What follows belongs to an exercise in optimizing a design on an open flow for a short achievable clock period and few clock cycles; a production flow would make more cautious choices.
Function was checked by simulation only, so behaviour that the tests miss may differ from the original.
Power is estimated from default activity; no workload was simulated.

==> flow/design.v <==
package cpu_pkg;
    typedef logic [31:0] data_t;
    typedef logic [4:0]  reg_addr_t;
    typedef logic [6:0]  opcode_t;
    localparam opcode_t OPC_OP     = 7'b0110011;
    localparam opcode_t OPC_OPIMM  = 7'b0010011;
    localparam opcode_t OPC_LUI    = 7'b0110111;
    localparam opcode_t OPC_BRANCH = 7'b1100011;
    localparam opcode_t OPC_JAL    = 7'b1101111;
    localparam opcode_t OPC_STORE  = 7'b0100011;
    typedef enum logic [2:0] {
        ALU_ADD,
        ALU_SUB,
        ALU_AND,
        ALU_OR,
        ALU_XOR,
        ALU_SLT,
        ALU_PASS_B
    } alu_op_t;
    typedef enum logic {SRC1_RS1, SRC1_PC} alu_src1_sel_t;
    typedef enum logic {SRC2_RS2, SRC2_IMM} alu_src2_sel_t;
    typedef enum logic [1:0] {CMP_NONE, CMP_EQ, CMP_NE} cmp_op_t;
    typedef enum logic {WB_ALU, WB_PC4} wb_data_sel_t;
    typedef struct packed {
        logic  valid;
        data_t pc;
        data_t instr;
    } if_id_t;
    typedef struct packed {
        logic          valid;
        data_t         pc;
        data_t         pc_next;
        data_t         rs1_data;
        data_t         rs2_data;
        data_t         imm;
        reg_addr_t     rd;
        reg_addr_t     rs1;
        reg_addr_t     rs2;
        logic          jump;
        logic          branch;
        alu_src1_sel_t alu_src1_sel;
        alu_src2_sel_t alu_src2_sel;
        alu_op_t       alu_op;
        cmp_op_t       cmp_op;
        logic          mem_write;
        logic          reg_write;
        wb_data_sel_t  wb_data_sel;
    } id_ex_t;
    typedef struct packed {
        logic      valid;
        data_t     pc;
        reg_addr_t rd;
        logic      reg_write;
        data_t     wdata;
        logic      mem_write;
        data_t     store_addr;
        data_t     store_data;
    } ex_wb_t;
    typedef ex_wb_t retire_t;
    localparam int IF_ID_W = 65;
    localparam int ID_EX_W = 188;
    localparam int EX_WB_W = 136;
    localparam if_id_t IF_ID_BUBBLE = '0;
    localparam ex_wb_t EX_WB_BUBBLE = '0;
    localparam id_ex_t ID_EX_BUBBLE = '0;
endpackage
module pipe_reg #(
    parameter int           W      = 32,
    parameter logic [W-1:0] BUBBLE = '0
) (
    input  logic     clk,
    input  logic     reset_i,
    input  logic     stall_i,
    input  logic     flush_i,
    input  logic [W-1:0] d_i,
    output logic [W-1:0] q_o
);
    logic [W-1:0] q;
    always_ff @(posedge clk) begin
        if (reset_i || flush_i) begin
            q <= BUBBLE;
        end else if (!stall_i) begin
            q <= d_i;
        end
    end
    assign q_o = q;
endmodule
module fetch_unit #(
    parameter cpu_pkg::data_t RESET_PC = '0
) (
    input  logic             clk,
    input  logic             reset_i,
    input  logic             stall_i,
    input  logic             redirect_i,
    input  cpu_pkg::data_t   target_i,
    input  cpu_pkg::data_t   imem_data_i,
    output cpu_pkg::data_t   imem_addr_o,
    output cpu_pkg::if_id_t  if_o
);
    cpu_pkg::data_t pc_q;
    always_ff @(posedge clk) begin
        if (reset_i) begin
            pc_q <= RESET_PC;
        end else if (redirect_i) begin
            pc_q <= target_i;
        end else if (!stall_i) begin
            pc_q <= pc_q + 32'd4;
        end
    end
    assign imem_addr_o = {2'b00, pc_q[31:2]};
    assign if_o.valid = !stall_i;
    assign if_o.pc    = pc_q;
    assign if_o.instr = imem_data_i;
endmodule
module hazard_ctrl (
    input  logic imem_ready_i,
    input  logic redirect_i,
    output logic fetch_stall_o,
    output logic if_id_stall_o,
    output logic if_id_flush_o,
    output logic id_ex_flush_o
);
    logic imem_wait;
    assign imem_wait = !imem_ready_i;
    assign fetch_stall_o = imem_wait && !redirect_i;
    assign if_id_stall_o = imem_wait;
    assign if_id_flush_o = redirect_i;
    assign id_ex_flush_o = redirect_i || imem_wait;
endmodule
module decoder (
    input  cpu_pkg::if_id_t   if_i,
    input  cpu_pkg::data_t    rs1_data_i,
    input  cpu_pkg::data_t    rs2_data_i,
    output cpu_pkg::reg_addr_t rs1_o,
    output cpu_pkg::reg_addr_t rs2_o,
    output cpu_pkg::id_ex_t   id_o
);
    cpu_pkg::opcode_t   opcode;
    logic [2:0] funct3;
    logic [6:0] funct7;
    cpu_pkg::data_t     imm_i;
    cpu_pkg::data_t     imm_s;
    cpu_pkg::data_t     imm_b;
    cpu_pkg::data_t     imm_u;
    cpu_pkg::data_t     imm_j;
    cpu_pkg::alu_op_t   op_alu;
    logic      op_legal;
    logic      legal;
    assign opcode = if_i.instr[6:0];
    assign funct3 = if_i.instr[14:12];
    assign funct7 = if_i.instr[31:25];
    assign rs1_o  = if_i.instr[19:15];
    assign rs2_o  = if_i.instr[24:20];
    assign imm_i = {{20{if_i.instr[31]}}, if_i.instr[31:20]};
    assign imm_s = {{20{if_i.instr[31]}}, if_i.instr[31:25], if_i.instr[11:7]};
    assign imm_b = {{19{if_i.instr[31]}}, if_i.instr[31], if_i.instr[7],
                    if_i.instr[30:25], if_i.instr[11:8], 1'b0};
    assign imm_u = {if_i.instr[31:12], 12'b0};
    assign imm_j = {{11{if_i.instr[31]}}, if_i.instr[31], if_i.instr[19:12],
                    if_i.instr[20], if_i.instr[30:21], 1'b0};
    always_comb begin
        op_legal = 1'b1;
        op_alu   = cpu_pkg::ALU_ADD;
        case ({funct7, funct3})
            10'b0000000_000: op_alu = cpu_pkg::ALU_ADD;
            10'b0100000_000: op_alu = cpu_pkg::ALU_SUB;
            10'b0000000_111: op_alu = cpu_pkg::ALU_AND;
            10'b0000000_110: op_alu = cpu_pkg::ALU_OR;
            10'b0000000_100: op_alu = cpu_pkg::ALU_XOR;
            10'b0000000_010: op_alu = cpu_pkg::ALU_SLT;
            default:         op_legal = 1'b0;
        endcase
    end
    always_comb begin
        id_o          = cpu_pkg::ID_EX_BUBBLE;
        legal         = 1'b0;
        id_o.valid    = 1'b1;
        id_o.pc       = if_i.pc;
        id_o.pc_next  = if_i.pc + 32'd4;
        id_o.rs1_data = rs1_data_i;
        id_o.rs2_data = rs2_data_i;
        id_o.rd       = if_i.instr[11:7];
        id_o.rs1      = rs1_o;
        id_o.rs2      = rs2_o;
        case (opcode)
            cpu_pkg::OPC_OP: begin
                legal          = op_legal;
                id_o.alu_op    = op_alu;
                id_o.reg_write = 1'b1;
            end
            cpu_pkg::OPC_OPIMM: begin
                legal             = (funct3 == 3'b000);
                id_o.imm          = imm_i;
                id_o.alu_src2_sel = cpu_pkg::SRC2_IMM;
                id_o.reg_write    = 1'b1;
            end
            cpu_pkg::OPC_LUI: begin
                legal             = 1'b1;
                id_o.imm          = imm_u;
                id_o.alu_src2_sel = cpu_pkg::SRC2_IMM;
                id_o.alu_op       = cpu_pkg::ALU_PASS_B;
                id_o.reg_write    = 1'b1;
            end
            cpu_pkg::OPC_BRANCH: begin
                legal             = (funct3 == 3'b000) || (funct3 == 3'b001);
                id_o.imm          = imm_b;
                id_o.branch       = 1'b1;
                id_o.cmp_op       = funct3[0] ? cpu_pkg::CMP_NE : cpu_pkg::CMP_EQ;
                id_o.alu_src1_sel = cpu_pkg::SRC1_PC;
                id_o.alu_src2_sel = cpu_pkg::SRC2_IMM;
            end
            cpu_pkg::OPC_JAL: begin
                legal             = 1'b1;
                id_o.imm          = imm_j;
                id_o.jump         = 1'b1;
                id_o.alu_src1_sel = cpu_pkg::SRC1_PC;
                id_o.alu_src2_sel = cpu_pkg::SRC2_IMM;
                id_o.reg_write    = 1'b1;
                id_o.wb_data_sel  = cpu_pkg::WB_PC4;
            end
            cpu_pkg::OPC_STORE: begin
                legal             = (funct3 == 3'b010);
                id_o.imm          = imm_s;
                id_o.alu_src2_sel = cpu_pkg::SRC2_IMM;
                id_o.mem_write    = 1'b1;
            end
            default: legal = 1'b0;
        endcase
        id_o.reg_write = id_o.reg_write && (id_o.rd != '0);
        if (!legal || !if_i.valid) begin
            id_o = cpu_pkg::ID_EX_BUBBLE;
        end
    end
endmodule
module reg_file (
    input  logic               clk,
    input  logic               reset_i,
    input  cpu_pkg::reg_addr_t raddr1_i,
    input  cpu_pkg::reg_addr_t raddr2_i,
    output cpu_pkg::data_t     rdata1_o,
    output cpu_pkg::data_t     rdata2_o,
    input  cpu_pkg::ex_wb_t    wb_i
);
    cpu_pkg::data_t regs [32];
    logic  we;
    assign we = wb_i.valid && wb_i.reg_write && (wb_i.rd != '0);
    always_ff @(posedge clk) begin
        if (reset_i) begin
            for (int i = 0; i < 32; i++) begin
                regs[i] <= '0;
            end
        end else if (we) begin
            regs[wb_i.rd] <= wb_i.wdata;
        end
    end
    assign rdata1_o = (we && wb_i.rd == raddr1_i) ? wb_i.wdata : regs[raddr1_i];
    assign rdata2_o = (we && wb_i.rd == raddr2_i) ? wb_i.wdata : regs[raddr2_i];
endmodule
module execute_unit (
    input  cpu_pkg::id_ex_t ex_i,
    input  cpu_pkg::ex_wb_t wb_i,
    output logic            redirect_o,
    output cpu_pkg::data_t  target_o,
    output cpu_pkg::ex_wb_t ex_o
);
    logic  fwd_ok;
    cpu_pkg::data_t rs1_val;
    cpu_pkg::data_t rs2_val;
    cpu_pkg::data_t op_a;
    cpu_pkg::data_t op_b;
    cpu_pkg::data_t alu_res;
    cpu_pkg::data_t result;
    logic  taken;
    logic  reg_write;
    logic  mem_write;
    assign fwd_ok  = wb_i.valid && wb_i.reg_write && (wb_i.rd != '0);
    assign rs1_val = (fwd_ok && wb_i.rd == ex_i.rs1) ? wb_i.wdata : ex_i.rs1_data;
    assign rs2_val = (fwd_ok && wb_i.rd == ex_i.rs2) ? wb_i.wdata : ex_i.rs2_data;
    assign op_a = (ex_i.alu_src1_sel == cpu_pkg::SRC1_PC)  ? ex_i.pc  : rs1_val;
    assign op_b = (ex_i.alu_src2_sel == cpu_pkg::SRC2_IMM) ? ex_i.imm : rs2_val;
    always_comb begin
        case (ex_i.alu_op)
            cpu_pkg::ALU_ADD:    alu_res = op_a + op_b;
            cpu_pkg::ALU_SUB:    alu_res = op_a - op_b;
            cpu_pkg::ALU_AND:    alu_res = op_a & op_b;
            cpu_pkg::ALU_OR:     alu_res = op_a | op_b;
            cpu_pkg::ALU_XOR:    alu_res = op_a ^ op_b;
            cpu_pkg::ALU_SLT:    alu_res = {31'b0, $signed(op_a) < $signed(op_b)};
            cpu_pkg::ALU_PASS_B: alu_res = op_b;
            default:    alu_res = '0;
        endcase
    end
    always_comb begin
        case (ex_i.cmp_op)
            cpu_pkg::CMP_EQ:  taken = (rs1_val == rs2_val);
            cpu_pkg::CMP_NE:  taken = (rs1_val != rs2_val);
            default: taken = 1'b0;
        endcase
    end
    assign redirect_o = ex_i.valid && (ex_i.jump || (ex_i.branch && taken));
    assign target_o   = alu_res;
    assign reg_write = ex_i.valid && ex_i.reg_write;
    assign mem_write = ex_i.valid && ex_i.mem_write;
    assign result    = (ex_i.wb_data_sel == cpu_pkg::WB_PC4) ? ex_i.pc_next : alu_res;
    assign ex_o.valid      = ex_i.valid;
    assign ex_o.pc         = ex_i.pc;
    assign ex_o.rd         = ex_i.rd;
    assign ex_o.reg_write  = reg_write;
    assign ex_o.wdata      = reg_write ? result : '0;
    assign ex_o.mem_write  = mem_write;
    assign ex_o.store_addr = mem_write ? alu_res : '0;
    assign ex_o.store_data = mem_write ? rs2_val : '0;
endmodule
module core_top #(
    parameter cpu_pkg::data_t RESET_PC = 32'h0000_0000
) (
    input  logic            clk,
    input  logic            reset_i,
    input  logic            imem_ready_i,
    input  cpu_pkg::data_t  imem_data_i,
    output cpu_pkg::data_t  imem_addr_o,
    output cpu_pkg::retire_t commit_o
);
    cpu_pkg::if_id_t    if_d;
    cpu_pkg::if_id_t    if_q;
    cpu_pkg::id_ex_t    id_d;
    cpu_pkg::id_ex_t    id_q;
    cpu_pkg::ex_wb_t    ex_d;
    cpu_pkg::ex_wb_t    wb_q;
    cpu_pkg::reg_addr_t rs1_addr;
    cpu_pkg::reg_addr_t rs2_addr;
    cpu_pkg::data_t     rs1_data;
    cpu_pkg::data_t     rs2_data;
    logic      redirect;
    cpu_pkg::data_t     target;
    logic      fetch_stall;
    logic      if_id_stall;
    logic      if_id_flush;
    logic      id_ex_flush;
    hazard_ctrl u_hazard (
        .imem_ready_i  (imem_ready_i),
        .redirect_i    (redirect),
        .fetch_stall_o (fetch_stall),
        .if_id_stall_o (if_id_stall),
        .if_id_flush_o (if_id_flush),
        .id_ex_flush_o (id_ex_flush)
    );
    fetch_unit #(.RESET_PC(RESET_PC)) u_fetch (
        .clk         (clk),
        .reset_i     (reset_i),
        .stall_i     (fetch_stall),
        .redirect_i  (redirect),
        .target_i    (target),
        .imem_data_i (imem_data_i),
        .imem_addr_o (imem_addr_o),
        .if_o        (if_d)
    );
    pipe_reg #(.W(cpu_pkg::IF_ID_W), .BUBBLE(cpu_pkg::IF_ID_BUBBLE)) u_if_id (
        .clk     (clk),
        .reset_i (reset_i),
        .stall_i (if_id_stall),
        .flush_i (if_id_flush),
        .d_i     (if_d),
        .q_o     (if_q)
    );
    decoder u_decoder (
        .if_i       (if_q),
        .rs1_data_i (rs1_data),
        .rs2_data_i (rs2_data),
        .rs1_o      (rs1_addr),
        .rs2_o      (rs2_addr),
        .id_o       (id_d)
    );
    reg_file u_reg_file (
        .clk      (clk),
        .reset_i  (reset_i),
        .raddr1_i (rs1_addr),
        .raddr2_i (rs2_addr),
        .rdata1_o (rs1_data),
        .rdata2_o (rs2_data),
        .wb_i     (wb_q)
    );
    pipe_reg #(.W(cpu_pkg::ID_EX_W), .BUBBLE(cpu_pkg::ID_EX_BUBBLE)) u_id_ex (
        .clk     (clk),
        .reset_i (reset_i),
        .stall_i (1'b0),
        .flush_i (id_ex_flush),
        .d_i     (id_d),
        .q_o     (id_q)
    );
    execute_unit u_execute (
        .ex_i       (id_q),
        .wb_i       (wb_q),
        .redirect_o (redirect),
        .target_o   (target),
        .ex_o       (ex_d)
    );
    pipe_reg #(.W(cpu_pkg::EX_WB_W), .BUBBLE(cpu_pkg::EX_WB_BUBBLE)) u_ex_wb (
        .clk     (clk),
        .reset_i (reset_i),
        .stall_i (1'b0),
        .flush_i (1'b0),
        .d_i     (ex_d),
        .q_o     (wb_q)
    );
    assign commit_o = wb_q;
endmodule
module rv32i_core (
    input  logic        clk,
    input  logic        reset_i,
    input  logic        imem_ready_i,
    input  logic [31:0] imem_data_i,
    output logic [31:0] imem_addr_o,
    output logic        commit_valid_o,
    output logic [31:0] commit_pc_o,
    output logic [4:0]  commit_rd_o,
    output logic        commit_reg_write_o,
    output logic [31:0] commit_wdata_o,
    output logic        commit_mem_write_o,
    output logic [31:0] commit_store_addr_o,
    output logic [31:0] commit_store_data_o
);
    cpu_pkg::retire_t commit;
    core_top #(.RESET_PC(32'h0000_0000)) u_core (
        .clk          (clk),
        .reset_i      (reset_i),
        .imem_ready_i (imem_ready_i),
        .imem_data_i  (imem_data_i),
        .imem_addr_o  (imem_addr_o),
        .commit_o     (commit)
    );
    assign commit_valid_o      = commit.valid;
    assign commit_pc_o         = commit.pc;
    assign commit_rd_o         = commit.rd;
    assign commit_reg_write_o  = commit.reg_write;
    assign commit_wdata_o      = commit.wdata;
    assign commit_mem_write_o  = commit.mem_write;
    assign commit_store_addr_o = commit.store_addr;
    assign commit_store_data_o = commit.store_data;
endmodule
==> flow/run.sh <==
#!/bin/bash
# synth_recipe.tcl (not shown) runs the flow's synth.tcl, then flattens the netlist and writes it again
# the make line also repeats each setting of config.mk as NAME=value (left out here)
make -C /OpenROAD-flow-scripts/flow DESIGN_CONFIG=/design/flow/config.mk WORK_HOME=/design/flow/orfs CLKGATE_MAP_FILE= SYNTH_SCRIPT=/design/flow/synth_recipe.tcl finish
==> flow/config.mk <==
export PLATFORM = sky130hd
export DESIGN_NAME = rv32i_core
export DESIGN_NICKNAME = rv32i_core
export VERILOG_FILES = /design/flow/design.v
export SDC_FILE = /design/flow/constraint.sdc
export NUM_CORES = 4
export LEC_CHECK = 0
export CAP_MARGIN = 20
export CORE_MARGIN = 2
export CORE_UTILIZATION = 40
export SLEW_MARGIN = 20
==> flow/constraint.sdc <==
create_clock -name core_clock -period 8.0 [get_ports {clk}]
set_input_delay 1.6000 -clock core_clock [delete_from_list [all_inputs] [get_ports {clk}]]
set_output_delay 1.6000 -clock core_clock [all_outputs]
set_load 0.01 [all_outputs]
==> results.txt <==
## critical path: stages, from the launching register on
cell	delay, ns
dfxtp_1	0.31
buf_4	0.19
or3_1	0.67
o311a_1	0.52
nand3_2	0.69
buf_4	0.45
mux2i_1	0.16
a21oi_1	0.43
ha_1	0.26
inv_1	0.07
fa_1	0.46
nor2b_1	0.18
o31ai_1	0.56
o41ai_1	0.17
buf_4	0.19
o211ai_1	0.38
a21oi_1	0.13
o31ai_1	0.31
a21oi_1	0.11
o21ai_0	0.65
a21oi_1	0.09
a211oi_1	0.23
## stage by stage
stage	std cells	util, %	area (µm²)
finish	8706	45.4	87500
global route	8694	45.4	87500
CTS	8692	45.4	87500
detailed placement	8407	42.8	82400
global placement	8405	42.8	82400
floorplan	6123	-	77700
## power groups by stage
stage,Clock (µW),Sequential (µW),Combinational (µW)
global route,7610,8550,1540
floorplan,0,8570,991
global placement,0,8640,1470
CTS,7340,8510,1480
detailed placement,0,8670,1480
finish,7260,8520,1500
## state kept, by name (all words and copies together) (netlist names), named ones only
name	flops
u_core.u_reg_file.regs	1024
u_core.u_id_ex.q	185
u_core.u_ex_wb.q	136
u_core.u_if_id.q	65
u_core.u_fetch.pc_q	32
## synth_stat cells, types with 14 or more instances
cell type and n:
and2_1 1029, edfxtp_1 1024, mux4_2 641, clkbuf_1 488, nor2_1 455, dfxtp_1 428
a21oi_1 228, mux2i_1 193, nand2_1 170, o21ai_0 136, ha_1 115, inv_1 115
nor3_1 93, a211oi_1 74, buf_1 64, xor2_1 63, and3_1 55, nor2b_1 55
or3_1 52, xnor2_1 49, buf_4 46, nand3_1 42, a32oi_1 34, buf_2 34
a22oi_1 32, o32ai_1 29, o22ai_1 27, nand4_1 26, a221oi_1 22, a21o_1 21
nand2b_1 19, o221ai_1 16, o31ai_1 16, a221o_1 14
## layer usage
| metal | up-vias | global-route usage, % | wire [µm] | part of all wire, % |
|---|---|---|---|---|
| met2 | 3119 | 46.9 | 138000 | 47 |
| met5 | - | 0 | 87 | 0.030 |
| met3 | 685 | 5.65 | 26900 | 9.2 |
| li1 | 22537 | - | - | - |
| met1 | 28064 | 38.0 | 113000 | 38 |
| met4 | 14 | 15.1 | 16400 | 5.6 |
## final timing paths
kind | start | to | depth (start not counted)
worst max-delay path | u_core.u_ex_wb.q[101]$_SDFF_PP0_ | u_core.u_fetch.pc_q[22]$_SDFFE_PP0P_ | 21
worst min register to register | u_core.u_id_ex.q[132]$_SDFF_PP0_ | u_core.u_ex_wb.q[74]$_SDFF_PP0_ | 2
worst min-delay path | u_core.u_id_ex.q[132]$_SDFF_PP0_ | u_core.u_ex_wb.q[74]$_SDFF_PP0_ | 2
worst max register to register | u_core.u_ex_wb.q[101]$_SDFF_PP0_ | u_core.u_fetch.pc_q[22]$_SDFFE_PP0P_ | 21
## cells by family after synthesis
kind of cell    count (synthesis)  synth area share (%)
simple gates                 2050                  14.4
flops                        1452                  50.7
mux                           839                  21.2
compound gates                763                  6.56
buf+inv                       751                  3.91
fa+ha+maj                     117                  1.91
xor+xnor                      117                  1.37
other cells                     1               0.00483
## final cells by class
cell class,instances,share of cell area [%]
clock buffer,217,5.01
clock inverter,68,0.754
sequential,1452,45.0
timing repair buffer,392,4.09
inverter,119,0.513
antenna,12,0.0343
tap,2526,3.61
multi-input combinational,3920,41.0
==> reports/metrics.csv <==
stage;metric;value;unit
timing;min cycle time layout;7.33;ns
pwr;LEAKAGE;0.0302;µW
route;Via Count;54419;
critical_path;WS Path Type;flop to flop;
cells_and_area;share of cells above drive strength 1;19.0;%
die;starting density of the core;40.3;%
timing;RSZ-0062 raised after global routing;no;
logic_synthesis;synth top area cells;edfxtp_1 40%, mux4_2 19%, dfxtp_1 11%, and2_1 8.3%, mux2i_1 2.5%;
cells_and_area;most common cell after layout, fill and taps aside;and2_1;
logic_synthesis;Seq cells post-synth;1452;
outcome;outcome;no timing/DRC/antenna violations;
logic_synthesis;Synth Instances;6090;
critical_path;Setup crit end kind;flop;
route;WL/cell;33.7;µm
timing;setup TNS;0;ns
global_route;total gr overflow;0;
pwr;Net Sw Frac;24.3;%
timing;Hold WS;0.454;ns
clock_tree;CTS tree;yes;
timing;Final WS setup;0.669;ns
critical_path;Worst Path Required;8.76;ns
timing;Worst Max-Slew Pin Slew;1.18;ns
cells_and_area;Storage cell area;0.0394;mm²
clock_tree;Num CTS Buffers;159;
logic_synthesis;top-area cell type share of the netlist area;39.6;%
pwr;Clock Power Share;42.0;%
cells_and_area;most frequent cells in the layout;1029 x and2_1, 1024 x edfxtp_1, 641 x mux4_2, 422 x nor2_1, 416 x dfxtp_1;
timing;Rel. slew slack;21.5;%
pwr;Power Total;17300;µW
logic_synthesis;yosys warns;7;
route;1st-iter DRT viols;6979;
timing;Hold Fails Final Rpt;0;
pwr;Net Sw Power;4200;µW
global_route;first-pass GRT wire length;412;mm
pwr;Peak VDD IR;0.247;mV
critical_path;CP max FO;13;
timing;final slew viol count;0;
clock_tree;Worst-Skew Late Latency;0.86;ns
logic_synthesis;ys flop type;edfxtp_1;
pwr;Logic pwr share;8.7;%
logic_synthesis;Synth Cell Area;0.0776;mm²
clock_tree;Clock transition at path regs;0.07;ns
timing;fin crit share;91.6;%
clock_tree;clock sink count;1452;
clock_tree;Post-CTS Setup Repair Bufs;0;
timing;skew final;0.0361;ns
route;first-pass iteration count of the detailed router;6;
route;# DRC;0;
global_route;number of global-route vias before repair;53972;
logic_synthesis;EDFF count, synth;1024;
clock_tree;# resized after CTS;0;
placed_design;GPL Wtd Cong;0.976;
cells_and_area;Filler Cell Count;17149;
pwr;internal power;13100;µW
placed_design;# port buffers;200;
logic_synthesis;async set-reset flop share out of synthesis;0;%
placed_design;hpwl dp;189;mm
route;post-route ant nets;0;
global_route;initial antenna violation count;30;
pwr;Sequential Power Share;49.3;%
logic_synthesis;post-synthesis sequential area ratio;50.7;%
die;Die H;444;µm
die;cell row count;161;
logic_synthesis;post-synth top area cell;edfxtp_1;
timing;Setup-failing EPs final;0;
cells_and_area;area grow syn2layout;12.8;%
clock_tree;hold-fix buffers at CTS;0;
logic_synthesis;Synth cell types;91;
global_route;Total GRT Usage;29.3;%
global_route;largest net degree at the start of global routing;133;
pwr;Cell Pwr Density;197;mW/mm²
cells_and_area;NumNets Final;6196;
placed_design;dpl ws;0.905;ns
route;vias per cell;6.25;
clock_tree;CTS root buf;clkbuf_16;
critical_path;Worst Setup Start Kind;flop;
route;final wirelength;294;mm
die;IO Pins;203;
min_path;Worst Hold Class;flop to flop;
critical_path;crit path DAT;8.09;ns
logic_synthesis;syn avg cell area;12.7;µm²
critical_path;R2R Setup Slk;0.67;ns
cells_and_area;Multi-input gate area;0.0359;mm²
clock_tree;CTS Buffer Depth;3;
die;Die X-Extent;444;µm
timing;fmax;0.136;GHz
die;DIE AREA;0.198;mm²
clock_tree;CTS H-Tree Depth;4;
die;core area;0.193;mm²
run;Max-Cap Viols;0;
Testbench counts, summed over its fixed seeds: cycles 71,216.

-- static timing again, ports no longer ideal --
The results above use ideal ports. As a check the final layout listed here was re-extracted and re-timed, cells and wires unchanged.
Step 1, drivers: a clkbuf_16 drives clk and a buf_2 each remaining input, both assumed.
Step 2 times the ports against the registers' clock, not the clock port: input delays grow and output delays shrink by t, the midpoint of the rising clock arrivals with the driver on.
Slacks: no drivers / after step 1 / after step 2; pairs: no drivers / after step 1.
t (ns): 0.926
setup slack, ns: 0.669 / 0.669 / 0.669
hold WS [ns]: 0.454 / 0.454 / 0.454
worst slew at a driven data input, ns: 0.09
cell pins on the clock port's net: 1
After both steps this run still meets setup and hold. For this run, drivers alone change the setup slack by 0.000 ns; drivers and shift together by 0.000 ns.
